Source: an optimization exercise on an open RTL-to-GDS flow (aim: small area, a short achievable clock period and few clock cycles per item). Production flows keep margins and buffers that such runs may drop.
In this exercise RTL edits were held to simulation tests only and were not proved equivalent to the original.

## flow/design.v (module list and top-level ports; edited modules follow where they fit)
// module pag_div_stage: 818 lines
// module pag_mac: 1571 lines
// module pag_fa: 10 lines
// module pag_ha: 9 lines
// module pag_clip: 304 lines
// module pixel_arithmetic_gain_offset: 263 lines
module pixel_arithmetic_gain_offset
(
    input  logic        clk,
    input  logic        rst_n,
    input  logic        psel,
    input  logic        penable,
    input  logic        pwrite,
    input  logic [3:0]  paddr,
    input  logic [31:0] pwdata,
    output logic [31:0] prdata,
    output logic        pready,
    input  logic        s_axis_tvalid,
    output logic        s_axis_tready,
    input  logic [15:0] s_axis_tdata,    
    output logic        m_axis_tvalid,
    input  logic        m_axis_tready,
    output logic [7:0]  m_axis_tdata     
);
  // ...
==> flow/flow/run.sh <==
#!/bin/bash
set -o pipefail
export BUFFER_PORTS_ARGS="-buffer_cell sky130_fd_sc_hd__buf_4"
export SETUP_SLACK_MARGIN=15.2
bash standard.sh > standard.log 2>&1
==> flow/standard.sh <==
#!/bin/bash
# synth_recipe.tcl (not shown) runs the flow's synth.tcl, then flattens the netlist and writes it again
# the make line also repeats each setting of config.mk as NAME=value (left out here)
make -C /OpenROAD-flow-scripts/flow DESIGN_CONFIG=/design/flow/config.mk WORK_HOME=/design/flow/orfs CLKGATE_MAP_FILE= SYNTH_SCRIPT=/design/flow/synth_recipe.tcl "${@:-finish}"
==> flow/config.mk <==
export PLATFORM = sky130hd
export DESIGN_NAME = pixel_arithmetic_gain_offset
export DESIGN_NICKNAME = pixel_arithmetic_gain_offset
export VERILOG_FILES = /design/flow/design.v
export SDC_FILE = /design/flow/constraint.sdc
export NUM_CORES = 4
export LEC_CHECK = 0
export ABC_AREA = 1
export CAP_MARGIN = 20
export CORE_MARGIN = 2
export CORE_UTILIZATION = 55
export PLACE_DENSITY = 0.7
export SLEW_MARGIN = 65
==> flow/constraint.sdc <==
create_clock -name core_clock -period 20.0 [get_ports {clk}]
set_input_delay 4.0000 -clock core_clock [delete_from_list [all_inputs] [get_ports {clk}]]
set_output_delay 4.0000 -clock core_clock [all_outputs]
set_load 0.01 [all_outputs]
==> reports/results.txt, run 1 <==
Proportion of synthesized area in mux cells - 0.00158
# placed instances - 7002
TritonCTS clock tree - built
Num ports - 102
Min-Delay Path Depth - 0
Kind of end point of the critical path - output port
Number of rows in the core area - 107
Share of synthesized area occupied by flip-flops and latches - 0.203
Placed inst area - 0.0495 sq mm
Antenna violations before repair - 16
Largest registers in the final layout - c3: 41 flops, s3: 41 flops, k1: 33 flops
Crit path DAT - 1.16 ns
Crit path max-delay family - flip-flops
List of cells traversed by the critical path - buf_6
CTS Hold Buffers Added - 0
Rel. slew slack - 0.588
Total Die Area - 0.0886 sq mm
Post-synthesis compound-gate area fraction - 0.152
Met3 layer usage reported by global route - 0.175
Die Span X - 298 microns
Slew at the pin with the worst max-slew slack - 0.619 ns
Number of sequential cells - 360
Hold slack - 0.370 ns
Post-route core utilization - 0.613
Status - complete, no violations
Synthesized flop and latch total - 360
DRC viols - 0
Upper clock frequency limit - 194 MHz
Testbench counts, summed over its fixed seeds: cycles 25,056, items 24,576.
==> module pixel_arithmetic_gain_offset, before the edit <==
module pixel_arithmetic_gain_offset
(
    input  logic        clk,
    input  logic        rst_n,
    input  logic        psel,
    input  logic        penable,
    input  logic        pwrite,
    input  logic [3:0]  paddr,
    input  logic [31:0] pwdata,
    output logic [31:0] prdata,
    output logic        pready,
    input  logic        s_axis_tvalid,
    output logic        s_axis_tready,
    input  logic [15:0] s_axis_tdata,    
    output logic        m_axis_tvalid,
    input  logic        m_axis_tready,
    output logic [7:0]  m_axis_tdata     
);
    logic [31:0] gain_reg;
    logic [31:0] offset_reg;
    logic [2:0]  operation_reg;
    logic [2:0]  wr_sel;        
    logic [31:0] rd_data;
    assign pready = 1'b1;
    always_ff @(posedge clk or negedge rst_n)
    begin
        if (!rst_n)
        begin
            wr_sel <= '0;
        end
        else
        begin
            wr_sel[0] <= psel && !penable && pwrite && (paddr[3:2] == 2'd0);
            wr_sel[1] <= psel && !penable && pwrite && (paddr[3:2] == 2'd1);
            wr_sel[2] <= psel && !penable && pwrite && (paddr[3:2] == 2'd2);
        end
    end
    always_ff @(posedge clk or negedge rst_n)
    begin
        if (!rst_n)
        begin
            gain_reg      <= pag_pkg::GAIN_RESET;
            offset_reg    <= pag_pkg::OFFSET_RESET;
            operation_reg <= pag_pkg::OP_RESET;
        end
        else
        begin
            if (wr_sel[0])
            begin
                gain_reg <= pwdata;
            end
            if (wr_sel[1])
            begin
                offset_reg <= pwdata;
            end
            if (wr_sel[2])
            begin
                operation_reg <= pwdata[2:0];
            end
        end
    end
    logic [15:0] g_one, g_two, g_neg;
    always_ff @(posedge clk)
    begin
        for (int j = 0; j < 16; j++)
        begin
            logic b2, b1, b0;
            b2 = gain_reg[2*j+1];
            b1 = gain_reg[2*j];
            b0 = (j > 0) ? gain_reg[2*j-1] : 1'b0;
            g_one[j] <= b1 ^ b0;
            g_two[j] <= (b2 & !b1 & !b0) | (!b2 & b1 & b0);
            g_neg[j] <= b2;
        end
    end
    always_comb
    begin
        case (paddr[3:2])
            2'd0:    rd_data = gain_reg;
            2'd1:    rd_data = offset_reg;
            2'd2:    rd_data = {29'd0, operation_reg};
            default: rd_data = '0;
        endcase
    end
    always_ff @(posedge clk)
    begin
        prdata <= rd_data;
    end
    logic adv;           
    logic v0, v1, v2, v3;
    logic out_v, skid_v;
    logic [7:0] out_d, skid_d;
    logic [7:0] pix;
    logic adv_q, busy_q;
    assign adv           = adv_q;
    assign skid_v        = !adv_q;
    assign s_axis_tready = !busy_q;
    always_ff @(posedge clk or negedge rst_n)
    begin
        if (!rst_n)
        begin
            v0 <= 1'b0;
            v1 <= 1'b0;
            v2 <= 1'b0;
            v3 <= 1'b0;
        end
        else if (adv)
        begin
            v0 <= s_axis_tvalid;
            v1 <= v0;
            v2 <= v1;
            v3 <= v2;
        end
    end
    always_ff @(posedge clk or negedge rst_n)
    begin
        if (!rst_n)
        begin
            out_v  <= 1'b0;
            adv_q  <= 1'b1;
            busy_q <= 1'b0;
        end
        else if (skid_v)
        begin
            if (m_axis_tready)
            begin
                adv_q  <= 1'b1;
                busy_q <= 1'b0;
            end
        end
        else if (!out_v || m_axis_tready)
        begin
            out_v <= v3;
        end
        else if (v3)
        begin
            adv_q  <= 1'b0;
            busy_q <= 1'b1;
        end
    end
    always_ff @(posedge clk)
    begin
        if (skid_v)
        begin
            if (m_axis_tready)
            begin
                out_d <= skid_d;
            end
        end
        else if (!out_v || m_axis_tready)
        begin
            out_d <= pix;
        end
        else
        begin
            skid_d <= pix;
        end
    end
    assign m_axis_tvalid = out_v;
    assign m_axis_tdata  = out_d;
    logic [7:0] a0, b0;
    logic [2:0] op0;
    always_ff @(posedge clk)
    begin
        if (adv)
        begin
            a0  <= s_axis_tdata[7:0];
            b0  <= s_axis_tdata[15:8];
            op0 <= operation_reg;
        end
    end
    logic [4:0]        a1_one, a1_two, a1_neg;    
    logic [32:0]       k1;       
    logic signed [9:0] val1;     
    logic              div1;     
    logic              vsel1;    
    always_ff @(posedge clk)
    begin
        if (adv)
        begin
            logic signed [9:0] sa, sb;
            sa = $signed({2'b00, a0});
            sb = $signed({2'b00, b0});
            for (int j = 0; j < 5; j++)
            begin
                logic b2, b1, b0;
                b2 = (j < 4) ? a0[2*j+1] : 1'b0;
                b1 = (j < 4) ? a0[2*j] : 1'b0;
                b0 = (j > 0) ? a0[2*j-1] : 1'b0;
                a1_one[j] <= b1 ^ b0;
                a1_two[j] <= (b2 & !b1 & !b0) | (!b2 & b1 & b0);
                a1_neg[j] <= b2;
            end
            div1   <= (op0 == 3'd4) && (b0 != 8'd0);
            vsel1  <= (op0 != 3'd3) && (op0 != 3'd4);
            case (op0)
                3'd0:    val1 <= sa + sb;
                3'd1:    val1 <= sa - sb;
                3'd2:    val1 <= (a0 >= b0) ? (sa - sb) : (sb - sa);
                default: val1 <= sa;
            endcase
            if (op0 == 3'd4)
            begin
                k1 <= (b0 == 8'd0) ? 33'(pag_pkg::ZERO_DIV_FACTOR) : pag_pkg::recip(b0);
            end
            else
            begin
                k1 <= {25'd0, b0};
            end
        end
    end
    logic signed [25:0] m1, m2;
    logic               div2;
    pag_div_stage u_op (
        .aone (a1_one),
        .atwo (a1_two),
        .aneg (a1_neg),
        .k     (k1),
        .val   (val1),
        .div   (div1),
        .vsel  (vsel1),
        .m   (m1)
    );
    always_ff @(posedge clk)
    begin
        if (adv)
        begin
            m2   <= m1;
            div2 <= div1;
        end
    end
    logic [41:0] s2w, c2w, s3, c3;    
    logic        cy2w, cy3;           
    logic        div3;
    pag_mac u_mac (
        .m (m2),
        .one (g_one),
        .two (g_two),
        .neg (g_neg),
        .o (offset_reg),
        .d (div2),
        .s  (s2w),
        .c  (c2w),
        .cy (cy2w)
    );
    always_ff @(posedge clk)
    begin
        if (adv)
        begin
            s3   <= s2w;
            c3   <= c2w;
            cy3  <= cy2w;
            div3 <= div2;
        end
    end
    pag_clip u_clip (
        .s   (s3),
        .c   (c3),
        .cy  (cy3),
        .d   (div3),
        .pix (pix)
    );
endmodule
==> inputs of run 2 (changes only) <==
--- a/flow/design.v
+++ b/flow/design.v
@@ -2746,22 +2746,10 @@
     logic [31:0] gain_reg;
     logic [31:0] offset_reg;
     logic [2:0]  operation_reg;
-    logic [2:0]  wr_sel;        
+    logic        wr_en;
     logic [31:0] rd_data;
     assign pready = 1'b1;
-    always_ff @(posedge clk or negedge rst_n)
-    begin
-        if (!rst_n)
-        begin
-            wr_sel <= '0;
-        end
-        else
-        begin
-            wr_sel[0] <= psel && !penable && pwrite && (paddr[3:2] == 2'd0);
-            wr_sel[1] <= psel && !penable && pwrite && (paddr[3:2] == 2'd1);
-            wr_sel[2] <= psel && !penable && pwrite && (paddr[3:2] == 2'd2);
-        end
-    end
+    assign wr_en = psel && penable && pwrite;
     always_ff @(posedge clk or negedge rst_n)
     begin
         if (!rst_n)
@@ -2772,21 +2760,28 @@
         end
         else
         begin
-            if (wr_sel[0])
+            if (wr_en && (paddr[3:2] == 2'd0))
             begin
                 gain_reg <= pwdata;
             end
-            if (wr_sel[1])
+            if (wr_en && (paddr[3:2] == 2'd1))
             begin
                 offset_reg <= pwdata;
             end
-            if (wr_sel[2])
+            if (wr_en && (paddr[3:2] == 2'd2))
             begin
                 operation_reg <= pwdata[2:0];
             end
         end
     end
     logic [15:0] g_one, g_two, g_neg;
+    always_comb
+    begin
+        for (int j = 0; j < 16; j++)
+        begin
+            g_neg[j] = gain_reg[2*j+1];
+        end
+    end
     always_ff @(posedge clk)
     begin
         for (int j = 0; j < 16; j++)
@@ -2797,7 +2792,6 @@
             b0 = (j > 0) ? gain_reg[2*j-1] : 1'b0;
             g_one[j] <= b1 ^ b0;
             g_two[j] <= (b2 & !b1 & !b0) | (!b2 & b1 & b0);
-            g_neg[j] <= b2;
         end
     end
     always_comb
@@ -2818,7 +2812,7 @@
     logic out_v, skid_v;
     logic [7:0] out_d, skid_d;
     logic [7:0] pix;
-    logic adv_q, busy_q;
+    logic adv_q, busy_q, out_e;
     assign adv           = adv_q;
     assign skid_v        = !adv_q;
     assign s_axis_tready = !busy_q;
@@ -2844,6 +2838,7 @@
         if (!rst_n)
         begin
             out_v  <= 1'b0;
+            out_e  <= 1'b1;
             adv_q  <= 1'b1;
             busy_q <= 1'b0;
         end
@@ -2855,9 +2850,10 @@
                 busy_q <= 1'b0;
             end
         end
-        else if (!out_v || m_axis_tready)
+        else if (out_e || m_axis_tready)
         begin
             out_v <= v3;
+            out_e <= !v3;
         end
         else if (v3)
         begin
@@ -2865,20 +2861,27 @@
             busy_q <= 1'b1;
         end
     end
-    always_ff @(posedge clk)
+    always_ff @(posedge clk or negedge rst_n)
     begin
-        if (skid_v)
+        if (!rst_n)
+        begin
+            out_d <= '0;
+        end
+        else if (skid_v)
         begin
             if (m_axis_tready)
             begin
                 out_d <= skid_d;
             end
         end
-        else if (!out_v || m_axis_tready)
+        else if (out_e || m_axis_tready)
         begin
             out_d <= pix;
         end
-        else
+    end
+    always_ff @(posedge clk)
+    begin
+        if (!skid_v && !out_e && !m_axis_tready)
         begin
             skid_d <= pix;
         end
--- a/flow/config.mk
+++ b/flow/config.mk
@@ -8,6 +8,6 @@
 export ABC_AREA = 1
 export CAP_MARGIN = 20
 export CORE_MARGIN = 2
-export CORE_UTILIZATION = 55
-export PLACE_DENSITY = 0.7
+export CORE_UTILIZATION = 45
+export PLACE_DENSITY = 0.65
 export SLEW_MARGIN = 65
==> run 2 against run 1 <==
  * Non-clock buffer count grew 8
  * Final cell count grew 3.6%
  * Worst setup slack lost 0.010 ns
  * Critical path type unchanged
  * Largest cell class unchanged
  * Register-to-register slack is essentially flat
  * Design area grew 0.42%
  * Count of clock-buffer cells in the layout is the same
  * Utilization shrank 11 points
  * Sequential share of layout area shrank 0.85 points
  * Highest routed layer unchanged
  * Still clean on timing, DRC and antenna
==> reports/results.txt, run 2 <==
Min-delay worst type - reg -> reg
Kind of end point of the critical path - output port
Synthesized flop and latch total - 342 (-5.0%)
Std-Cell Core Area - 0.104 sq mm
Cell accounting for the most synthesized area - sky130_fd_sc_hd__fa_1
Die Span X - 328 microns (+10%)
Global-route wire length before repair - 317 mm
Start point of the worst hold path - gain_reg[0]
Antenna violations before repair - 11 (-5)
Congestion Overflow GR - 0
Via-to-Cell Ratio - 6.18
Number of global-route vias before repair - 44381
CTS root buf - sky130_fd_sc_hd__clkbuf_16
Number of clock buffers inserted by TritonCTS - 42
Detailed-placement wirelength estimate - 164 mm
Crit path time final - 5.17 ns
Count of fill cells added during filler insertion - 10083
Vertical die dimension - 328 microns
Mean post-synth cell area - 7.82 sq um
Met2 WL post-DR - 96.7 mm
Status - complete, no violations
Largest fanout on the critical path - 1
Initial Util - 0.455
Upper clock frequency limit - 193 MHz (-0.19%)
Maximum number of pins on one net before global-route repair - 79
Synth warn - 2
Share of flip-flops with an asynchronous set or reset - 0.243
Final setup skew - 0.0409 ns
Max Cap Violations - 0
Post-route worst setup slack - 14.83 ns
Top FF cell, synth - sky130_fd_sc_hd__edfxtp_1
Final setup TNS - 0 ns
Total Die Area - 0.107 sq mm (+21%)
Synthesis-to-layout area growth - 11.4%
Commonest cells post-synth - 1057 x sky130_fd_sc_hd__inv_1, 1052 x sky130_fd_sc_hd__nand2_1, 580 x sky130_fd_sc_hd__xor2_1
Skew-Pair Late Insertion Delay - 0.63 ns
WHS Endpoint - g_one[0]
Total number of vias - 45659
Multi-input logic area - 0.0329 sq mm
Commonest non-fill, non-tap cell in the layout - sky130_fd_sc_hd__inv_1
Worst stage delay on the critical path - 0.42 ns
Worst-case clock buffer depth - 3
CP Class - reg -> out
Nature of the critical path startpoint - register
Count of clock tree sinks - 342
Min-Delay Path Depth - 0 (unchanged)
Worst path buffer plus inverter count - 1
CTS H-tree lvls - 2
Count of input and output buffers - 98
Worst reg2reg path depth - 21
Average detailed-routed wire length per instance - 30.2 microns
Ranking of synthesized cells by area - sky130_fd_sc_hd__fa_1 21%, sky130_fd_sc_hd__edfxtp_1 12%, sky130_fd_sc_hd__xor2_1 11%
Mapped Cells - 6034
Fraction of layout cells with a size suffix above 1 - 0.104
Total of endpoints with negative setup slack in the final report - 0
Final Routed Wirelength - 224 mm
Initial detailed-routing violation count - 5636
Unrepaired setup endpoints after global routing - true
Post-layout net count - 6763
Global placer's final weighted congestion - 1.07
Most common cell in the netlist - sky130_fd_sc_hd__inv_1
Setup slack on the worst flop-to-flop path - 15.22 ns
List of cells traversed by the critical path - buf_6
Crit path DAT - 1.17 ns (about the same)
Number of distinct library cells after synthesis - 61
Endpoint of the lowest-slack register-to-register path - m2[17]
EDFF count, synth - 195
Num ports - 102 (unchanged)
Post-synthesis net count - 6821
Share of Yosys cell area claimed by the top area cell type - 0.213
Post-Syn Area - 0.0472 sq mm
CTS clock-pin slew for the worst setup and hold paths - 0.06 ns
Share of synthesized area occupied by flip-flops and latches - 0.195 (-0.00762)
Final Max Slew Viols - 0
Highest-count cells in the layout ignoring fill and taps - 1027 x sky130_fd_sc_hd__inv_1, 1015 x sky130_fd_sc_hd__nand2_1, 564 x sky130_fd_sc_hd__xor2_1, 545 x sky130_fd_sc_hd__o22ai_1, 497 x sky130_fd_sc_hd__fa_1
Required time of the critical path - 16.00 ns
Amount of wire on met3 after detailed routing - 24.0 mm
Register cell area after layout - 0.00930 sq mm
First-pass detailed-route iteration total - 8
DRC viols - 0 (unchanged)
Worst r2r src - a1_two[0]
ANT nets after route - 0
Rel. slew slack - 0.594 (+0.00642)
Largest registers in the final layout - c3: 41 flops, s3: 41 flops, k1: 33 flops
TritonCTS clock tree - built
Slowest cell on the critical path - sky130_fd_sc_hd__dfxtp_4
Crit path max-delay family - flip-flops
Number of rows in the core area - 118 (+10%)
Overall Global Routing Usage - 0.408
Final Hold Vio Count - 0
Post-placement worst setup slack - 14.29 ns
Top Metal Used - met5
Post-Route M1 WL - 84.0 mm
Period utilization - 0.258
Slew at the pin with the worst max-slew slack - 0.605 ns (-0.0137 ns)
==> run 2: changes by cell type in the layout (fill, tap and decap cells not counted), sizes merged, moves of 15 or more <==
cell / before / now
o21ai: 295 / 316
nand3: 257 / 242
o22ai: 565 / 548
nand2: 993 / 1061
dfxtp: 80 / 64
a21oi: 218 / 202
==> run 2: timing repair <==
action | 4_1_cts | 5_1_grt
gates cloned | 1 | 6
hold buffers | 0 | 0
resized for setup | 115 | 149
endpoints found under the setup margin | 126 | 125
pin swaps | 0 | 15
setup buffers | 12 | 16
==> run 2: worst register-to-register path, cell delays in order (launching register included) <==
cell and delay [ns]:
sky130_fd_sc_hd__edfxtp_1 0.45, sky130_fd_sc_hd__buf_4 0.20, sky130_fd_sc_hd__inv_6 0.15, sky130_fd_sc_hd__o22ai_1 0.12, sky130_fd_sc_hd__xor2_1 0.23, sky130_fd_sc_hd__fa_2 0.48, sky130_fd_sc_hd__fa_1 0.49, sky130_fd_sc_hd__inv_1 0.05
sky130_fd_sc_hd__fa_1 0.49, sky130_fd_sc_hd__ha_4 0.31, sky130_fd_sc_hd__nand2_1 0.12, sky130_fd_sc_hd__nor3_2 0.20, sky130_fd_sc_hd__nand2_1 0.07, sky130_fd_sc_hd__nand2_1 0.07, sky130_fd_sc_hd__buf_6 0.15, sky130_fd_sc_hd__nand2_1 0.10
sky130_fd_sc_hd__nand2_4 0.08, sky130_fd_sc_hd__inv_1 0.05, sky130_fd_sc_hd__fa_1 0.39, sky130_fd_sc_hd__xnor2_1 0.14, sky130_fd_sc_hd__o21ai_0 0.15, sky130_fd_sc_hd__inv_1 0.05
==> run 2: layout make-up <==
class	instances	share of cell area
clock inverter	19	0.00324
timing repair buffer	260	0.0497
timing repair inverter	5	0.000786
tap	1380	0.0329
multi-input combinational	4207	0.627
antenna	5	0.000238
sequential	342	0.177
clock buffer	58	0.0247
inverter	1118	0.0848
==> run 2: cell families (layout without fill, tap and decap cells) <==
group,after synthesis,after routing,share of synthesized area
simple gates,1655,1655,0.144
buf+inv,1485,1460,0.123
compound gates,1220,1220,0.152
fa+ha+maj,728,728,0.273
xor+xnor,592,592,0.110
flops,342,342,0.195
mux,11,11,0.00247
other cells,1,6,0.0000795
==> run 2: stage by stage <==
step / cells / area (sq um) / util / hold WS (ns)
6_report: 7394 / 52500 / 0.506 / 0.408
5_1_grt: 7390 / 52500 / 0.506 / 0.444
4_1_cts: 7363 / 51500 / 0.497 / 0.412
3_5_place_dp: 7273 / 49600 / 0.478 / 0.425
3_3_place_gp: 7260 / 49000 / 0.472 / 0.423
2_1_floorplan: 6034 / 47200 / - / 0.389
==> run 2: routing by layer <==
metal  vias to the layer above  track usage
li1                      19384            -
met1                     22419        0.514
met2                      3056        0.628
met3                       790       0.0938
met4                        10        0.273
met5                         -            0
==> run 2: worst max path at each step <==
stage                     startpoint             end  slack (ns)  cells past startpoint
final                     prdata[26]      prdata[26]       14.83                      1
after global routing          busy_q   s_axis_tready       14.82                      2
after CTS                     busy_q   s_axis_tready       14.81                      2
after detailed placement    paddr[3]  offset_reg[29]       14.29                      8
after global placement      paddr[3]      prdata[31]       14.17                      5
after floorplan             paddr[3]  offset_reg[11]       15.21                      7
Testbench counts of run 2, summed over its fixed seeds: cycles 25,056, items 24,576.
==> inputs of run 3 (changes only) <==
--- a/flow/config.mk
+++ b/flow/config.mk
@@ -8,6 +8,6 @@
 export ABC_AREA = 1
 export CAP_MARGIN = 20
 export CORE_MARGIN = 2
-export CORE_UTILIZATION = 45
-export PLACE_DENSITY = 0.65
+export CORE_UTILIZATION = 40
+export PLACE_DENSITY = 0.6
 export SLEW_MARGIN = 65
==> run 3 against run 2 <==
  * Worst hold slack better by 0.011 ns
  * Count of clock-buffer cells in the layout is 9 higher
  * Clock skew fell by 0.0049 ns
  * Critical path type unchanged
  * Largest cell class unchanged
  * Utilization shrank 5.0 points
  * Worst setup slack worse by 0.0028 ns
  * Design area is 1.3% higher
  * Wire length up 9.7%
  * Synthesized cell count did not move
  * Via count down 0.61%
  * Maximum frequency hardly changed
==> reports/results.txt, run 3 <==
Crit path DAT - 1.17 ns (about the same)
Start point of the worst hold path - gain_reg[0]
Largest fanout on the critical path - 1 (unchanged)
Slowest cell on the critical path - sky130_fd_sc_hd__dfxtp_4
Post-route worst setup slack - 14.83 ns (-0.00280 ns)
Average detailed-routed wire length per instance - 32.3 microns (+6.8%)
Share of synthesized area occupied by flip-flops and latches - 0.195 (unchanged)
Count of clock tree sinks - 342 (unchanged)
CTS root buf - sky130_fd_sc_hd__clkbuf_16
Synthesized flop and latch total - 342 (unchanged)
Ranking of synthesized cells by area - sky130_fd_sc_hd__fa_1 21%, sky130_fd_sc_hd__edfxtp_1 12%, sky130_fd_sc_hd__xor2_1 11%
Highest-count cells in the layout ignoring fill and taps - 1009 x sky130_fd_sc_hd__inv_1, 1008 x sky130_fd_sc_hd__nand2_1, 570 x sky130_fd_sc_hd__xor2_1, 534 x sky130_fd_sc_hd__o22ai_1, 496 x sky130_fd_sc_hd__fa_1
Upper clock frequency limit - 193 MHz (about the same)
Post-route core utilization - 0.457 (-0.0496)
Vertical die dimension - 347 microns (+6.0%)
# placed instances - 7446 (+2.4%)
Synthesis-to-layout area growth - 12.8%
Crit path time final - 5.17 ns (+0.00280 ns)
Worst r2r src - a1_two[1]
CTS clock-pin slew for the worst setup and hold paths - 0.06 ns (about the same)
Number of global-route vias before repair - 44418 (+0.083%)
DRC viols - 0 (unchanged)
Fraction of layout cells with a size suffix above 1 - 0.119 (+0.0146)
Post-layout net count - 6821 (+0.86%)
Worst-case clock buffer depth - 3 (unchanged)
Via-to-Cell Ratio - 5.97 (-3.3%)
Total of endpoints with negative setup slack in the final report - 0 (unchanged)
Summed area of non-filler cells in the final layout - 0.0532 sq mm (+1.3%)
Final Max Slew Viols - 0 (unchanged)
EDFF count, synth - 195 (unchanged)
WHS Endpoint - g_one[0]
Unrepaired setup endpoints after global routing - true
Total number of vias - 45382 (-0.61%)
Global-route wire length before repair - 342 mm (+7.9%)
Number of distinct library cells after synthesis - 61 (unchanged)
Post-synthesis net count - 6821 (unchanged)
Share of Yosys cell area claimed by the top area cell type - 0.213 (unchanged)
Hold slack - 0.419 ns (+0.0107 ns)
Number of clock buffers inserted by TritonCTS - 46 (+9.5%)
Number of rows in the core area - 125 (+5.9%)
Num ports - 102 (unchanged)
Count of input and output buffers - 98 (unchanged)
Initial detailed-routing violation count - 5519 (-2.1%)
Cell accounting for the most synthesized area - sky130_fd_sc_hd__fa_1
Mapped Cells - 6034 (unchanged)
Final setup skew - 0.0360 ns (-0.00490 ns)
Global placer's final weighted congestion - 1.09 (+2.3%)
Share of flip-flops with an asynchronous set or reset - 0.243 (unchanged)
Slew at the pin with the worst max-slew slack - 0.554 ns (-0.0513 ns)
Die Span X - 347 microns (+6.0%)
Kind of end point of the critical path - output port
CP Class - reg -> out
Setup slack on the worst flop-to-flop path - 15.13 ns (-0.09 ns)
Initial Util - 0.405 (-0.0496)
Most common cell in the netlist - sky130_fd_sc_hd__inv_1
Final setup TNS - 0 ns (unchanged)
Overall Global Routing Usage - 0.401 (-0.00758)
Total Die Area - 0.121 sq mm (+12%)
TritonCTS clock tree - built
Commonest non-fill, non-tap cell in the layout - sky130_fd_sc_hd__inv_1
Nature of the critical path startpoint - register
First-pass detailed-route iteration total - 6 (-2)
Antenna violations before repair - 12 (+1)
Placed inst area - 0.0500 sq mm (+0.76%)
Depth of the critical timing path with buffers and inverters included - 1 (unchanged)
Count of fill cells added during filler insertion - 11724 (+16%)
Worst reg2reg path depth - 24 (+14%)
Largest registers in the final layout - c3: 41 flops, s3: 41 flops, k1: 33 flops
Period utilization - 0.259 (about the same)
Rel. slew slack - 0.630 (+0.0360)
Maximum number of pins on one net before global-route repair - 65 (-18%)
Min-delay worst type - reg -> reg
CTS Hold Buffers Added - 0 (unchanged)
Congestion Overflow GR - 0 (unchanged)
Skew-Pair Late Insertion Delay - 0.63 ns (about the same)
ANT nets after route - 0 (unchanged)
Std-Cell Core Area - 0.117 sq mm (+12%)
CTS H-tree lvls - 2 (unchanged)
Post-Syn Area - 0.0472 sq mm (unchanged)
Final Routed Wirelength - 245 mm (+9.7%)
Required time of the critical path - 16.00 ns (about the same)
Synth warn - 2 (unchanged)
Top FF cell, synth - sky130_fd_sc_hd__edfxtp_1
Crit path max-delay family - flip-flops
Mean post-synth cell area - 7.82 sq um (unchanged)
Final Hold Vio Count - 0 (unchanged)
Worst path buffer plus inverter count - 1 (unchanged)
List of cells traversed by the critical path - buf_6
Min-Delay Path Depth - 0 (unchanged)
Endpoint of the lowest-slack register-to-register path - m2[17]
Status - complete, no violations
Commonest cells post-synth - 1057 x sky130_fd_sc_hd__inv_1, 1052 x sky130_fd_sc_hd__nand2_1, 580 x sky130_fd_sc_hd__xor2_1
Max Cap Violations - 0 (unchanged)
Cell Count, Final, Fillers Out - 7597 (+2.7%)
Detailed-placement wirelength estimate - 181 mm (+11%)
Post-placement worst setup slack - 14.22 ns (-0.0645 ns)
Worst stage delay on the critical path - 0.42 ns (about the same)
==> run 3: metal layers <==
| layer | wire (microns) | up-vias | share of wire | GRT usage |
|---|---|---|---|---|
| met4 | 20700 | 8 | 0.084 | 0.268 |
| met3 | 22800 | 647 | 0.093 | 0.0801 |
| met5 | 54 | - | 0.00022 | 0 |
| met2 | 107000 | 2774 | 0.44 | 0.618 |
| li1 | - | 19501 | - | - |
| met1 | 94900 | 22452 | 0.39 | 0.510 |
==> run 3: worst max path at each step <==
stage,slack (ns),end,startpoint
after floorplan,15.21,offset_reg[11],paddr[3]
after global placement,13.78,prdata[31],paddr[3]
after detailed placement,14.22,offset_reg[17],paddr[3]
after CTS,14.81,s_axis_tready,busy_q
after global routing,14.80,prdata[21],prdata[21]
final,14.83,prdata[26],prdata[26]
==> run 3: cell type report <==
| class | count | area (sq um) | area share |
|---|---|---|---|
| Inverter | 1118 | 4360 | 0.0819 |
| Timing Repair Buffer | 319 | 3100 | 0.0582 |
| Multi-Input combinational cell | 4207 | 33000 | 0.620 |
| Antenna cell | 4 | 10.0 | 0.000188 |
| Tap cell | 1524 | 1910 | 0.0358 |
| Clock inverter | 16 | 180 | 0.00339 |
| Clock buffer | 67 | 1360 | 0.0256 |
| Sequential cell | 342 | 9300 | 0.175 |
==> run 3: timing repair <==
| item | 4_1_cts | 5_1_grt |
|---|---|---|
| gates cloned | 0 | 6 |
| setup endpoints to repair | 103 | 110 |
| gates resized for setup | 130 | 133 |
| pin swaps | 1 | 37 |
| buffers inserted | 19 | 29 |
==> run 3: cells by family after synthesis <==
family | after synthesis | synth area share
AO/OA/AOI/OAI | 1220 | 0.152
buffers and inverters | 1485 | 0.123
flip-flops | 342 | 0.195
multiplexers | 11 | 0.00247
XOR/XNOR | 592 | 0.110
AND/OR/NAND/NOR | 1655 | 0.144
other | 1 | 0.0000795
adder cells (fa/ha/maj) | 728 | 0.273
==> inputs of run 4 (changes only) <==
==> flow/flow/run.sh (replaced) <==
#!/bin/bash
set -o pipefail
export BUFFER_PORTS_ARGS="-buffer_cell sky130_fd_sc_hd__buf_4"
export SETUP_SLACK_MARGIN=15.2
export CTS_ARGS="-sink_clustering_enable -repair_clock_nets -dont_use_dummy_load"
bash standard.sh > standard.log 2>&1
--- a/flow/config.mk
+++ b/flow/config.mk
@@ -8,6 +8,6 @@
 export ABC_AREA = 1
 export CAP_MARGIN = 20
 export CORE_MARGIN = 2
-export CORE_UTILIZATION = 40
-export PLACE_DENSITY = 0.6
-export SLEW_MARGIN = 65
+export CORE_UTILIZATION = 45
+export PLACE_DENSITY = 0.65
+export SLEW_MARGIN = 20
==> run 4 against run 3 <==
  * Still clean
  * Utilization rose by 4.2 points
  * Final cell count fell by 2.9%
  * Sequential share of layout area rose by 0.47 points
  * Critical path depth did not move
  * Register-to-register slack got worse by 0.04 ns
  * Clock skew rose by 0.013 ns
  * Via count fell by 0.11%
  * Die area fell by 11%
  * Worst setup slack improved by 0.013 ns
  * Wire length fell by 8.7%
  * Critical endpoint unchanged
==> reports/results.txt, run 4 <==
Total Die Area - 0.107 sq mm (-11%)
Skew-Pair Late Insertion Delay - 0.63 ns (about the same)
Largest fanout on the critical path - 1 (unchanged)
Largest registers in the final layout - c3: 41 flops, s3: 41 flops, k1: 33 flops
Met2 WL post-DR - 97.7 mm (-8.5%)
Period utilization - 0.258 (-0.000630)
Mapped Cells - 6034 (unchanged)
Fraction of layout cells with a size suffix above 1 - 0.0946 (-0.0244)
Worst reg2reg path depth - 24 (unchanged)
Commonest cells post-synth - 1057 x sky130_fd_sc_hd__inv_1, 1052 x sky130_fd_sc_hd__nand2_1, 580 x sky130_fd_sc_hd__xor2_1
Initial Util - 0.455 (+0.0496)
Count of clock tree sinks - 342 (unchanged)
Initial detailed-routing violation count - 5712 (+3.5%)
Die Span X - 328 microns (-5.7%)
Number of clock buffers inserted by TritonCTS - 43 (-6.5%)
Worst stage delay on the critical path - 0.42 ns (about the same)
Maximum number of pins on one net before global-route repair - 102 (+57%)
Status - complete, no violations
Min-Delay Path Depth - 0 (unchanged)
Number of global-route vias before repair - 44601 (+0.41%)
Vertical die dimension - 328 microns (-5.7%)
Number of rows in the core area - 118 (-5.6%)
Top FF cell, synth - sky130_fd_sc_hd__edfxtp_1
Most common cell in the netlist - sky130_fd_sc_hd__inv_1
Total of endpoints with negative setup slack in the final report - 0 (unchanged)
Upper clock frequency limit - 194 MHz (+0.25%)
Synth warn - 2 (unchanged)
Global-route wire length before repair - 318 mm (-6.9%)
Share of flip-flops with an asynchronous set or reset - 0.243 (unchanged)
ANT nets after route - 0 (unchanged)
CTS root buf - sky130_fd_sc_hd__clkbuf_16
Post-Route M1 WL - 82.9 mm (-13%)
Cell Count, Final, Fillers Out - 7380 (-2.9%)
CTS H-tree lvls - 2 (unchanged)
TritonCTS clock tree - built
# placed instances - 7260 (-2.5%)
Slowest cell on the critical path - sky130_fd_sc_hd__dfxtp_4
Post-Syn Area - 0.0472 sq mm (unchanged)
Post-synthesis net count - 6821 (unchanged)
Highest-count cells in the layout ignoring fill and taps - 1041 x sky130_fd_sc_hd__inv_1, 1030 x sky130_fd_sc_hd__nand2_1, 569 x sky130_fd_sc_hd__xor2_1, 533 x sky130_fd_sc_hd__o22ai_1, 499 x sky130_fd_sc_hd__fa_1
Commonest non-fill, non-tap cell in the layout - sky130_fd_sc_hd__inv_1
Unrepaired setup endpoints after global routing - true
CTS clock-pin slew for the worst setup and hold paths - 0.06 ns (about the same)
CP Class - reg -> out
Final Max Slew Viols - 0 (unchanged)
Mean post-synth cell area - 7.82 sq um (unchanged)
Ranking of synthesized cells by area - sky130_fd_sc_hd__fa_1 21%, sky130_fd_sc_hd__edfxtp_1 12%, sky130_fd_sc_hd__xor2_1 11%
Count of input and output buffers - 98 (unchanged)
Congestion Overflow GR - 0 (unchanged)
Top Metal Used - met5
Min-delay worst type - reg -> reg
Worst-case clock buffer depth - 3 (unchanged)
Multi-input logic area - 0.0328 sq mm (-0.55%)
Final Routed Wirelength - 224 mm (-8.7%)
EDFF count, synth - 195 (unchanged)
Final setup TNS - 0 ns (unchanged)
Register cell area after layout - 0.00930 sq mm (about the same)
Number of distinct library cells after synthesis - 61 (unchanged)
Crit path DAT - 1.16 ns (about the same)
Share of synthesized area occupied by flip-flops and latches - 0.195 (unchanged)
Global placer's final weighted congestion - 1.07 (-2.2%)
Final setup skew - 0.0489 ns (+0.0128 ns)
Via-to-Cell Ratio - 6.14 (+2.8%)
List of cells traversed by the critical path - buf_6
Antenna violations before repair - 8 (-4)
Slew at the pin with the worst max-slew slack - 1.17 ns (+0.615 ns)
Count of fill cells added during filler insertion - 10136 (-14%)
Kind of end point of the critical path - output port
Synthesized flop and latch total - 342 (unchanged)
First-pass detailed-route iteration total - 9 (+3)
Nature of the critical path startpoint - register
Overall Global Routing Usage - 0.411 (+0.00983)
Std-Cell Core Area - 0.104 sq mm (-11%)
Rel. slew slack - 0.220 (-0.410)
Share of Yosys cell area claimed by the top area cell type - 0.213 (unchanged)
Depth of the critical timing path with buffers and inverters included - 1 (unchanged)
Max Cap Violations - 0 (unchanged)
Num ports - 102 (unchanged)
Crit path time final - 5.16 ns (-0.0126 ns)
Required time of the critical path - 16.00 ns (about the same)
Synthesis-to-layout area growth - 9.78%
Post-layout net count - 6783 (-0.56%)
Worst path buffer plus inverter count - 1 (unchanged)
Cell accounting for the most synthesized area - sky130_fd_sc_hd__fa_1
Amount of wire on met3 after detailed routing - 25.2 mm (+10%)
Average detailed-routed wire length per instance - 30.3 microns (-6.1%)
Detailed-placement wirelength estimate - 163 mm (-10%)
Crit path max-delay family - flip-flops
DRC viols - 0 (unchanged)
Total number of vias - 45331 (-0.11%)
Final Hold Vio Count - 0 (unchanged)
[run 4: cell counts after synthesis]
No cell type changed its count.
[run 4: final timing paths]
kind                                       end         from  slack, ns
worst min-delay path                  g_one[0]  gain_reg[0]       0.40
min in group asynchronous       offset_reg[12]        rst_n       3.34
worst max register to register          m2[17]    a1_one[0]      15.09
worst min register to register        g_one[0]  gain_reg[0]       0.40
max in group asynchronous         gain_reg[19]        rst_n      15.43
worst max-delay path                prdata[26]   prdata[26]      14.84
[run 4: logic make-up after synthesis]
group                    share of synthesized area
buffers and inverters                        0.123
multiplexers                               0.00247
other                                    0.0000795
flip-flops                                   0.195
XOR/XNOR                                     0.110
AO/OA/AOI/OAI                                0.152
AND/OR/NAND/NOR                              0.144
adder cells (fa/ha/maj)                      0.273
[run 4: per-stage QoR]
step                utilization  worst slack [ns]  instance area (sq um)  hold WS (ns)
floorplan                     -             15.21                  47200         0.389
global placement          0.472             14.17                  49000         0.423
detailed placement        0.472             14.13                  49000         0.425
CTS                       0.490             14.82                  50900         0.410
global route              0.499             14.82                  51800         0.444
finish                    0.499             14.84                  51800         0.403
[run 4: what timing repair did]
item / 4_1_cts / 5_1_grt
hold buffers: 0 / 0
resized for setup: 135 / 157
setup buffers: 44 / 19
cloned: 4 / 4
pin swaps: 5 / 28
endpoints found under the setup margin: 173 / 124
[run 4: layer usage]
layer	track usage	up-vias
met1	0.515	22129
met2	0.635	3076
li1	-	19377
met4	0.260	4
met3	0.101	745
met5	0	-
[run 4: layout make-up]
cell class                      instances  area share
Antenna cell                            6    0.000290
Clock buffer                           43      0.0208
Inverter                             1118      0.0829
Multi-Input combinational cell       4207       0.634
Sequential cell                       342       0.179
Tap cell                             1380      0.0333
Timing Repair Buffer                  277      0.0488
Timing Repair inverter                  7    0.000966
==> inputs of run 5 (changes only) <==
--- a/flow/config.mk
+++ b/flow/config.mk
@@ -8,6 +8,6 @@
 export ABC_AREA = 1
 export CAP_MARGIN = 20
 export CORE_MARGIN = 2
-export CORE_UTILIZATION = 45
-export PLACE_DENSITY = 0.65
+export CORE_UTILIZATION = 50
+export PLACE_DENSITY = 0.68
 export SLEW_MARGIN = 20
==> run 5 against run 4 <==
  * Worst setup slack got worse by 0.014 ns
  * Clock skew grew 0.055 ns
  * Non-clock buffer count decreased by 4
  * Sequential share of layout area grew 0.12 points
  * Sequential cell count unchanged
==> reports/results.txt, run 5 <==
First-pass detailed-route iteration total - 8 (-1)
Share of synthesized area occupied by flip-flops and latches - 0.195 (unchanged)
Crit path DAT - 1.17 ns (about the same)
CTS Hold Buffers Added - 0 (unchanged)
Count of clock tree sinks - 342 (unchanged)
Share of flip-flops with an asynchronous set or reset - 0.243 (unchanged)
Worst path buffer plus inverter count - 2 (+1)
Slowest cell on the critical path - sky130_fd_sc_hd__dfrtp_1
Top FF cell, synth - sky130_fd_sc_hd__edfxtp_1
Commonest cells post-synth - 1057 x sky130_fd_sc_hd__inv_1, 1052 x sky130_fd_sc_hd__nand2_1, 580 x sky130_fd_sc_hd__xor2_1
Crit path time final - 5.17 ns (+0.0143 ns)
Number of global-route vias before repair - 44909 (+0.69%)
Initial detailed-routing violation count - 6082 (+6.5%)
Global placer's final weighted congestion - 1.15 (+7.5%)
Mean post-synth cell area - 7.82 sq um (unchanged)
Final Max Slew Viols - 0 (unchanged)
CTS root buf - sky130_fd_sc_hd__clkbuf_16
Final setup TNS - 0 ns (unchanged)
Nature of the critical path startpoint - register
Share of Yosys cell area claimed by the top area cell type - 0.213 (unchanged)
Cell accounting for the most synthesized area - sky130_fd_sc_hd__fa_1
Total number of vias - 45956 (+1.4%)
Total Die Area - 0.0968 sq mm (-9.9%)
Fraction of layout cells with a size suffix above 1 - 0.0915 (-0.00311)
Skew-Pair Late Insertion Delay - 0.64 ns (about the same)
Crit path max-delay family - flip-flops
List of cells traversed by the critical path - inv_2, buf_6
Worst stage delay on the critical path - 0.37 ns (-0.05 ns)
Final setup skew - 0.104 ns (+0.0547 ns)
Mapped Cells - 6034 (unchanged)
Via-to-Cell Ratio - 6.34 (+3.2%)
Most common cell in the netlist - sky130_fd_sc_hd__inv_1
Maximum number of pins on one net before global-route repair - 105 (+2.9%)
Required time of the critical path - 16.00 ns (about the same)
Ranking of synthesized cells by area - sky130_fd_sc_hd__fa_1 21%, sky130_fd_sc_hd__edfxtp_1 12%, sky130_fd_sc_hd__xor2_1 11%
Std-Cell Core Area - 0.0935 sq mm (-9.9%)
Number of distinct library cells after synthesis - 61 (unchanged)
Kind of end point of the critical path - output port
ANT nets after route - 0 (unchanged)
Largest fanout on the critical path - 2 (+1)
Post-layout net count - 6779 (-0.059%)
Die Span X - 311 microns (-5.1%)
CP Class - reg -> out
Post-Syn Area - 0.0472 sq mm (unchanged)
Status - complete, no violations
Min-delay worst type - reg -> reg
Slew at the pin with the worst max-slew slack - 1.19 ns (+0.0165 ns)
Initial Util - 0.505 (+0.0502)
TritonCTS clock tree - built
Final Hold Vio Count - 0 (unchanged)
Number of clock buffers inserted by TritonCTS - 42 (-2.3%)
Synthesis-to-layout area growth - 9.07%
Number of rows in the core area - 112 (-5.1%)
Congestion Overflow GR - 0 (unchanged)
Largest registers in the final layout - c3: 41 flops, s3: 41 flops, k1: 33 flops
Global-route wire length before repair - 314 mm (-1.6%)
Upper clock frequency limit - 193 MHz (-0.28%)
Rel. slew slack - 0.207 (-0.0131)
Max Cap Violations - 0 (unchanged)
Overall Global Routing Usage - 0.445 (+0.0338)
Vertical die dimension - 311 microns (-5.1%)
Period utilization - 0.259 (+0.000715)
CTS clock-pin slew for the worst setup and hold paths - 0.06 ns (about the same)
Synthesized flop and latch total - 342 (unchanged)
CTS H-tree lvls - 2 (unchanged)
Average detailed-routed wire length per instance - 30.1 microns (-0.72%)
EDFF count, synth - 195 (unchanged)
Count of input and output buffers - 98 (unchanged)
Unrepaired setup endpoints after global routing - true
Commonest non-fill, non-tap cell in the layout - sky130_fd_sc_hd__nand2_1
Post-synthesis net count - 6821 (unchanged)
Total of endpoints with negative setup slack in the final report - 0 (unchanged)
Detailed-placement wirelength estimate - 156 mm (-3.8%)
Synth warn - 2 (unchanged)
Worst-case clock buffer depth - 3 (unchanged)
Count of fill cells added during filler insertion - 8708 (-14%)
Final Routed Wirelength - 218 mm (-2.5%)
Antenna violations before repair - 11 (+3)
Num ports - 102 (unchanged)
DRC viols - 0 (unchanged)
Highest-count cells in the layout ignoring fill and taps - 1038 x sky130_fd_sc_hd__nand2_1, 1037 x sky130_fd_sc_hd__inv_1, 569 x sky130_fd_sc_hd__xor2_1, 530 x sky130_fd_sc_hd__o22ai_1, 499 x sky130_fd_sc_hd__fa_1
## run 5: cell counts after synthesis
Identical to the previous run, type by type.
## run 5: timing repair
action,in CTS,in global routing
setup buffers,43,23
gates cloned,6,3
gates resized for setup,142,126
pin swaps,3,32
endpoints found under the setup margin,182,130
## run 5: cell families after synthesis
kind of cell             count (synthesis)  share of synthesized area
AND/OR/NAND/NOR                       1655                      0.144
buffers and inverters                 1485                      0.123
AO/OA/AOI/OAI                         1220                      0.152
adder cells (fa/ha/maj)                728                      0.273
XOR/XNOR                               592                      0.110
flip-flops                             342                      0.195
multiplexers                            11                    0.00247
other                                    1                  0.0000795
## run 5: worst paths after layout
check	startpoint	end	slack [ns]	cells after the start
worst max-delay path	busy_q	s_axis_tready	14.83	2
worst min-delay path	gain_reg[0]	g_one[0]	0.43	0
worst min register to register	gain_reg[0]	g_one[0]	0.43	0
min in group asynchronous	rst_n	gain_reg[11]	3.35	1
max in group asynchronous	rst_n	gain_reg[19]	15.45	2
worst max register to register	k1[11]	m2[0]	15.22	18
## run 5: routing by layer
metal  track usage  vias up  wire length (microns)
met4         0.286       10                  18700
met1         0.548    22067                  78300
li1              -    19382                      -
met2         0.673     3505                  93100
met5             0        -                     90
met3         0.141      992                  28100
## run 5: final cells by class
cell class | instances | area, sq um | area share
Clock buffer | 42 | 1050 | 0.0204
Timing Repair Buffer | 273 | 2490 | 0.0485
Antenna cell | 7 | 17.5 | 0.000340
Inverter | 1118 | 4300 | 0.0835
Multi-Input combinational cell | 4208 | 32700 | 0.635
Tap cell | 1254 | 1570 | 0.0305
Timing Repair inverter | 7 | 52.6 | 0.00102
Sequential cell | 342 | 9300 | 0.181
## run 5: through the flow
step,utilization,hold slack [ns],setup slack (ns),cells,instance area (sq um)
after floorplan,-,0.389,15.21,6034,47200
after global placement,0.522,0.404,13.97,7127,48800
after detailed placement,0.522,0.418,13.94,7127,48800
after CTS,0.542,0.427,14.82,7218,50700
after global routing,0.550,0.443,14.79,7244,51400
final,0.550,0.426,14.83,7251,51500
==> inputs of run 6 (changes only) <==
==> flow/flow/run.sh (replaced) <==
#!/bin/bash
set -o pipefail
export BUFFER_PORTS_ARGS="-buffer_cell sky130_fd_sc_hd__buf_4"
export SETUP_SLACK_MARGIN=15.0
export CTS_ARGS="-sink_clustering_enable -repair_clock_nets -dont_use_dummy_load"
bash standard.sh > standard.log 2>&1
==> run 6 against run 5 <==
  * Still clean
  * Synthesized cell count is the same
  * Non-clock buffer count shrank 8
  * Count of clock-buffer cells in the layout grew 1
  * Die area is the same
  * Area after synthesis is the same
  * Sequential cell count is the same
  * Utilization shrank 0.54 points
  * Worst setup slack lost 0.0049 ns
==> reports/results.txt, run 6 <==
Status - complete, no violations
Die Span X - 311 microns (unchanged)
Crit path DAT - 1.18 ns (about the same)
Count of clock tree sinks - 342 (unchanged)
Crit path max-delay family - flip-flops
TritonCTS clock tree - built
Ranking of synthesized cells by area - sky130_fd_sc_hd__fa_1 21%, sky130_fd_sc_hd__edfxtp_1 12%, sky130_fd_sc_hd__xor2_1 11%
Mapped Cells - 6034 (unchanged)
WHS Endpoint - out_e
Largest registers in the final layout - c3: 41 flops, s3: 41 flops, k1: 33 flops
Worst-case clock buffer depth - 3 (unchanged)
ANT nets after route - 0 (unchanged)
Most common cell in the netlist - sky130_fd_sc_hd__inv_1
Initial detailed-routing violation count - 6786 (+12%)
Nature of the critical path startpoint - register
Number of global-route vias before repair - 45031 (+0.27%)
Multi-input logic area - 0.0324 sq mm (-0.84%)
Total Die Area - 0.0968 sq mm (unchanged)
Initial Util - 0.505 (unchanged)
Post-layout net count - 6770 (-0.13%)
Num ports - 102 (unchanged)
Overall Global Routing Usage - 0.443 (-0.00106)
Min-delay worst type - reg -> reg
CTS root buf - sky130_fd_sc_hd__clkbuf_16
Period utilization - 0.259 (about the same)
Via-to-Cell Ratio - 6.35 (+0.13%)
Detailed-placement wirelength estimate - 157 mm (+0.20%)
Max Cap Violations - 0 (unchanged)
CTS H-tree lvls - 2 (unchanged)
Register cell area after layout - 0.00928 sq mm (-0.16%)
Rel. slew slack - 0.132 (-0.0749)
List of cells traversed by the critical path - buf_6
Mean post-synth cell area - 7.82 sq um (unchanged)
Endpoint of the lowest-slack register-to-register path - c3[19]
Share of Yosys cell area claimed by the top area cell type - 0.213 (unchanged)
EDFF count, synth - 195 (unchanged)
Amount of wire on met3 after detailed routing - 27.1 mm (-3.6%)
Final Routed Wirelength - 218 mm (-0.11%)
DRC viols - 0 (unchanged)
First-pass detailed-route iteration total - 9 (+1)
Share of synthesized area occupied by flip-flops and latches - 0.195 (unchanged)
Start point of the worst hold path - v3
CTS clock-pin slew for the worst setup and hold paths - 0.06 ns (about the same)
Total number of vias - 45926 (-0.065%)
Congestion Overflow GR - 0 (unchanged)
Crit path time final - 5.18 ns (+0.00490 ns)
CP Class - reg -> out
Global placer's final weighted congestion - 1.11 (-3.1%)
Final Max Slew Viols - 0 (unchanged)
Post-Route M1 WL - 79.0 mm (+0.95%)
Final Hold Vio Count - 0 (unchanged)
Post-synthesis net count - 6821 (unchanged)
Average detailed-routed wire length per instance - 30.1 microns (about the same)
Count of input and output buffers - 98 (unchanged)
Slew at the pin with the worst max-slew slack - 1.29 ns (+0.103 ns)
Top Metal Used - met5
Highest-count cells in the layout ignoring fill and taps - 1047 x sky130_fd_sc_hd__inv_1, 1045 x sky130_fd_sc_hd__nand2_1, 580 x sky130_fd_sc_hd__xor2_1, 545 x sky130_fd_sc_hd__o22ai_1, 500 x sky130_fd_sc_hd__fa_1
Slowest cell on the critical path - sky130_fd_sc_hd__dfxtp_4
Final setup skew - 0.0766 ns (-0.0270 ns)
Synthesis-to-layout area growth - 8.01%
Required time of the critical path - 16.00 ns (about the same)
Total of endpoints with negative setup slack in the final report - 0 (unchanged)
Top FF cell, synth - sky130_fd_sc_hd__edfxtp_1
Cell accounting for the most synthesized area - sky130_fd_sc_hd__fa_1
Fraction of layout cells with a size suffix above 1 - 0.0811 (-0.0104)
Worst path buffer plus inverter count - 1 (-1)
Commonest cells post-synth - 1057 x sky130_fd_sc_hd__inv_1, 1052 x sky130_fd_sc_hd__nand2_1, 580 x sky130_fd_sc_hd__xor2_1
Upper clock frequency limit - 193 MHz (about the same)
Largest fanout on the critical path - 1 (-1)
Maximum number of pins on one net before global-route repair - 71 (-32%)
Worst stage delay on the critical path - 0.43 ns (+0.06 ns)
Antenna violations before repair - 9 (-2)
Number of distinct library cells after synthesis - 61 (unchanged)
Count of fill cells added during filler insertion - 8773 (+0.75%)
Global-route wire length before repair - 313 mm (-0.16%)
Skew-Pair Late Insertion Delay - 0.63 ns (about the same)
Kind of end point of the critical path - output port
Synthesized flop and latch total - 342 (unchanged)
Commonest non-fill, non-tap cell in the layout - sky130_fd_sc_hd__inv_1
Std-Cell Core Area - 0.0935 sq mm (unchanged)
Worst reg2reg path depth - 12 (-6)
Unrepaired setup endpoints after global routing - true
Share of flip-flops with an asynchronous set or reset - 0.243 (unchanged)
Met2 WL post-DR - 93.1 mm (about the same)
Summed area of non-filler cells in the final layout - 0.0510 sq mm (-0.97%)
Vertical die dimension - 311 microns (unchanged)
Min-Delay Path Depth - 1 (+1)
Final setup TNS - 0 ns (unchanged)
Number of rows in the core area - 112 (unchanged)
Number of clock buffers inserted by TritonCTS - 43 (+2.4%)
Post-Syn Area - 0.0472 sq mm (unchanged)
Placed inst area - 0.0489 sq mm (+0.18%)
Worst r2r src - gain_reg[9]
Synth warn - 2 (unchanged)
Setup slack on the worst flop-to-flop path - 14.99 ns (-0.23 ns)
-- run 6: cell count changes in the layout (fill, tap and decap cells not counted), sizes merged --
cell	previous run	this run
diode	7	2
nand2	1062	1061
buf	270	264
clkbuf	45	44
clkinv	16	19
clkinvlp	20	16
-- run 6: cell type report --
cell class | count | area share
timing repair inverter | 6 | 0.000884
timing repair buffer | 265 | 0.0456
multi-input combinational | 4207 | 0.636
tap | 1254 | 0.0308
antenna | 2 | 0.0000982
clock buffer | 43 | 0.0211
inverter | 1118 | 0.0835
sequential | 342 | 0.182
-- run 6: repair_timing --
| item | in CTS | in global routing |
|---|---|---|
| gates cloned | 6 | 0 |
| hold buffers | 0 | 0 |
| setup buffers | 38 | 9 |
| pin swaps | 1 | 4 |
| gates resized for setup | 103 | 54 |
| endpoints found under the setup margin | 121 | 101 |
-- run 6: worst max-delay path by stage --
stage / from / end / slack (ns) / cells after the start
final: prdata[19] / prdata[19] / 14.82 / 1
after global routing: a1_one[0] / m2[17] / 14.80 / 22
after CTS: prdata[19] / prdata[19] / 14.82 / 1
after global placement: paddr[2] / offset_reg[25] / 13.68 / 7
after floorplan: paddr[3] / offset_reg[11] / 15.00 / 7
after detailed placement: paddr[3] / offset_reg[7] / 13.61 / 8
-- run 6: stage by stage --
step / utilization / hold slack (ns) / setup WS [ns] / cells
2_1_floorplan: - / 0.389 / 15.00 / 6034
3_3_place_gp: 0.522 / 0.424 / 13.68 / 7138
3_5_place_dp: 0.523 / 0.443 / 13.61 / 7139
4_1_cts: 0.542 / 0.454 / 14.82 / 7226
5_1_grt: 0.545 / 0.488 / 14.80 / 7235
6_report: 0.545 / 0.452 / 14.82 / 7237
-- run 6: logic make-up after synthesis --
kind of cell / Yosys count / share of synthesized area
adder cells (fa/ha/maj): 728 / 0.273
AND/OR/NAND/NOR: 1655 / 0.144
XOR/XNOR: 592 / 0.110
flip-flops: 342 / 0.195
buffers and inverters: 1485 / 0.123
multiplexers: 11 / 0.00247
AO/OA/AOI/OAI: 1220 / 0.152
other: 1 / 0.0000795
-- run 6: layer usage --
metal,vias up,track usage
met5,-,0.0143
met4,10,0.291
met3,889,0.129
met2,3390,0.675
met1,22283,0.547
li1,19354,-
==> inputs of run 7 (changes only) <==
==> flow/flow/run.sh (replaced) <==
#!/bin/bash
set -o pipefail
export BUFFER_PORTS_ARGS="-buffer_cell sky130_fd_sc_hd__buf_4"
export SETUP_SLACK_MARGIN=14.85
export CTS_ARGS="-sink_clustering_enable -repair_clock_nets -dont_use_dummy_load"
bash standard.sh > standard.log 2>&1
==> run 7 against run 6 <==
  * Global-route usage increased by 1.2 points
  * Die area unchanged
  * Register-to-register slack got worse by 0.08 ns
  * Sequential cell count unchanged
  * Critical path depth unchanged
  * Clock skew decreased by 0.020 ns
  * Synthesized cell count unchanged
  * Utilization decreased by 0.36 points
  * Count of clock-buffer cells in the layout decreased by 1
  * Area after synthesis unchanged
  * Critical endpoint unchanged
  * Largest cell class unchanged
==> reports/results.txt, run 7 <==
Antenna violations before repair - 6 (-3)
Hold slack - 0.436 ns (-0.0151 ns)
Count of fill cells added during filler insertion - 8645 (-1.5%)
Maximum number of pins on one net before global-route repair - 74 (+4.2%)
Final Max Slew Viols - 0 (unchanged)
Register cell area after layout - 0.00925 sq mm (-0.32%)
Depth of the critical timing path with buffers and inverters included - 1 (unchanged)
Post-layout net count - 6770 (unchanged)
Nature of the critical path startpoint - register
Adder-Cell Fraction of Synth Area - 0.273 (unchanged)
Number of rows in the core area - 112 (unchanged)
Status - complete, no violations
Summed area of non-filler cells in the final layout - 0.0506 sq mm (-0.67%)
CTS root buf - sky130_fd_sc_hd__clkbuf_16
Max Cap Violations - 0 (unchanged)
Most common cell in the netlist - sky130_fd_sc_hd__inv_1
Synthesized flop and latch total - 342 (unchanged)
Vertical die dimension - 311 microns (unchanged)
Min-delay worst type - reg -> reg
Slowest cell on the critical path - sky130_fd_sc_hd__dfxtp_4
Largest fanout on the critical path - 1 (unchanged)
Met2 WL post-DR - 94.8 mm (+1.8%)
Average detailed-routed wire length per instance - 30.9 microns (+2.6%)
Worst-case clock buffer depth - 3 (unchanged)
Proportion of synthesized area in mux cells - 0.00247 (unchanged)
Upper clock frequency limit - 192 MHz (-0.70%)
Final Hold Vio Count - 0 (unchanged)
Initial detailed-routing violation count - 6814 (+0.41%)
Worst Setup SP - prdata[19]
Required time of the critical path - 16.00 ns (about the same)
Share of flip-flops with an asynchronous set or reset - 0.243 (unchanged)
Highest-count cells in the layout ignoring fill and taps - 1047 x sky130_fd_sc_hd__nand2_1, 1045 x sky130_fd_sc_hd__inv_1, 580 x sky130_fd_sc_hd__xor2_1, 548 x sky130_fd_sc_hd__o22ai_1, 502 x sky130_fd_sc_hd__fa_1
CTS clock-pin slew for the worst setup and hold paths - 0.06 ns (about the same)
Ranking of synthesized cells by area - sky130_fd_sc_hd__fa_1 21%, sky130_fd_sc_hd__edfxtp_1 12%, sky130_fd_sc_hd__xor2_1 11%
Cell accounting for the most synthesized area - sky130_fd_sc_hd__fa_1
Mean post-synth cell area - 7.82 sq um (unchanged)
Worst path buffer plus inverter count - 1 (unchanged)
Final setup skew - 0.0564 ns (-0.0202 ns)
Commonest non-fill, non-tap cell in the layout - sky130_fd_sc_hd__nand2_1
Rel. slew slack - 0.228 (+0.0964)
Mapped Cells - 6034 (unchanged)
Overall Global Routing Usage - 0.455 (+0.0117)
Num ports - 102 (unchanged)
Post-synthesis compound-gate area fraction - 0.152 (unchanged)
Synthesis-to-layout area growth - 7.29%
Endpoint of the lowest-slack register-to-register path - c3[19]
Initial Util - 0.505 (unchanged)
Final Routed Wirelength - 224 mm (+2.7%)
Congestion Overflow GR - 0 (unchanged)
Basic-gate share of the synthesized area counting and, or, nand and nor cells - 0.144 (unchanged)
Post-Syn Area - 0.0472 sq mm (unchanged)
Post-synthesis net count - 6821 (unchanged)
Kind of end point of the critical path - output port
Commonest cells post-synth - 1057 x sky130_fd_sc_hd__inv_1, 1052 x sky130_fd_sc_hd__nand2_1, 580 x sky130_fd_sc_hd__xor2_1
Share of synthesized area occupied by flip-flops and latches - 0.195 (unchanged)
Fraction of layout cells with a size suffix above 1 - 0.0741 (-0.00702)
Global-route wire length before repair - 319 mm (+2.0%)
Detailed-placement wirelength estimate - 160 mm (+2.2%)
List of cells traversed by the critical path - buf_6
Slew at the pin with the worst max-slew slack - 1.15 ns (-0.141 ns)
Crit path DAT - 1.22 ns (+0.04 ns)
Worst reg2reg path depth - 12 (unchanged)
ANT nets after route - 0 (unchanged)
Xor/xnor share of the synthesized area - 0.110 (unchanged)
Global placer's final weighted congestion - 1.12 (+0.64%)
Top FF cell, synth - sky130_fd_sc_hd__edfxtp_1
Number of global-route vias before repair - 45744 (+1.6%)
TritonCTS clock tree - built
Std-Cell Core Area - 0.0935 sq mm (unchanged)
Number of distinct library cells after synthesis - 61 (unchanged)
Period utilization - 0.261 (+0.00183)
Placed inst area - 0.0488 sq mm (-0.22%)
CTS H-tree lvls - 2 (unchanged)
Post-route worst setup slack - 14.78 ns (-0.0367 ns)
Count of input and output buffers - 98 (unchanged)
DRC viols - 0 (unchanged)
Post-placement worst setup slack - 13.57 ns (-0.0362 ns)
Skew-Pair Late Insertion Delay - 0.65 ns (+0.02 ns)
Destination of the critical timing path - prdata[19]
Total Die Area - 0.0968 sq mm (unchanged)
Worst stage delay on the critical path - 0.42 ns (about the same)
Final setup TNS - 0 ns (unchanged)
Top Metal Used - met5
Largest registers in the final layout - c3: 41 flops, s3: 41 flops, k1: 33 flops
Multi-input logic area - 0.0322 sq mm (-0.55%)
Share of Yosys cell area claimed by the top area cell type - 0.213 (unchanged)
Die Span X - 311 microns (unchanged)
First-pass detailed-route iteration total - 8 (-1)
Crit path max-delay family - flip-flops
Synth warn - 2 (unchanged)
Worst r2r src - gain_reg[9]
Dominant combinational cell family by area after synthesis - adder cells
Number of clock buffers inserted by TritonCTS - 42 (-2.3%)
Via-to-Cell Ratio - 6.41 (+0.98%)
Amount of wire on met3 after detailed routing - 26.9 mm (-0.71%)
Unrepaired setup endpoints after global routing - true
Crit path time final - 5.22 ns (+0.0367 ns)
Total of endpoints with negative setup slack in the final report - 0 (unchanged)
EDFF count, synth - 195 (unchanged)
Setup slack on the worst flop-to-flop path - 14.91 ns (-0.08 ns)
Post-Route M1 WL - 81.0 mm (+2.5%)
Total number of vias - 46410 (+1.1%)
Count of clock tree sinks - 342 (unchanged)
CP Class - reg -> out
-- run 7: cell counts after synthesis --
Identical to the previous run, type by type.
-- run 7: cell type report --
cell class,instances,area share
Antenna cell,7,0.000346
Clock buffer,42,0.0208
Inverter,1118,0.0845
Multi-Input combinational cell,4207,0.637
Sequential cell,342,0.183
Tap cell,1254,0.0310
Timing Repair Buffer,262,0.0426
Timing Repair inverter,10,0.00138
-- run 7: repair_timing --
item,4_1_cts,5_1_grt
cloned,8,2
hold buffers,0,0
pin swaps,0,1
endpoints found under the setup margin,87,56
resized for setup,60,18
buffers inserted,30,22
-- run 7: how the worst min path moves through the flow --
stage | endpoint | cells after the start | slack, ns | startpoint
finish | g_one[0] | 0 | 0.44 | gain_reg[0]
global route | g_one[0] | 0 | 0.45 | gain_reg[0]
CTS | g_one[0] | 0 | 0.43 | gain_reg[0]
detailed placement | g_one[0] | 0 | 0.42 | gain_reg[0]
global placement | out_e | 1 | 0.42 | v3
floorplan | g_one[0] | 0 | 0.39 | gain_reg[0]
-- run 7: per-stage QoR --
step                      cells   util
after detailed placement   7130  0.522
after CTS                  7210  0.538
after global placement     7130  0.522
final                      7242  0.541
after global routing       7235  0.541
after floorplan            6034      -
-- run 7: cell families after synthesis --
family	count (synthesis)
flops	342
mux	11
other cells	1
buf+inv	1485
simple gates	1655
xor+xnor	592
compound gates	1220
fa+ha+maj	728
-- run 7: layer usage --
layer  GRT usage  vias to the layer above
li1            -                    19361
met1       0.565                    22336
met2       0.684                     3630
met3       0.126                     1073
met4       0.324                       10
met5           0                        -

==> separate check: timing with driven ports <==
No port has a modelled driver above. Below, the same layouts with a new extraction and two added sets of constraints.
Step 1, drivers: a clkbuf_16 drives clk and a buf_2 each remaining input, both assumed.
Step 2 moves the port delays by t, midway between the first and last clock arrival at a register: inputs arrive t later, outputs are due t later. That takes back most of the time a late clock gives input paths.
Three values: no drivers, after step 1, after step 2; two values: the first two.
| run | t (ns) | setup slack, ns | worst setup path after step 2 | worst register clock-pin slew, ns |
|---|---|---|---|---|
| run 1 | 0.688 | 14.840 / 14.771 / 14.712 | input to register | 0.07 / 0.07 |
| run 2 | 0.686 | 14.830 / 14.753 / 14.574 | input to register | 0.08 / 0.08 |
| run 3 | 0.691 | 14.827 / 14.747 / 14.471 | input to register | 0.06 / 0.06 |
| run 4 | 0.674 | 14.840 / 14.765 / 14.572 | input to register | 0.06 / 0.06 |
| run 5 | 0.656 | 14.826 / 14.755 / 14.571 | input to register | 0.06 / 0.06 |
| run 6 | 0.671 | 14.821 / 14.747 / 14.339 | input to register | 0.06 / 0.06 |
| run 7 | 0.702 | 14.784 / 14.713 / 14.234 | input to register | 0.06 / 0.06 |
After both steps every run listed still meets setup and hold. For run 7, which loses most, drivers alone change the setup slack by -0.071 ns; drivers and shift together by -0.550 ns.
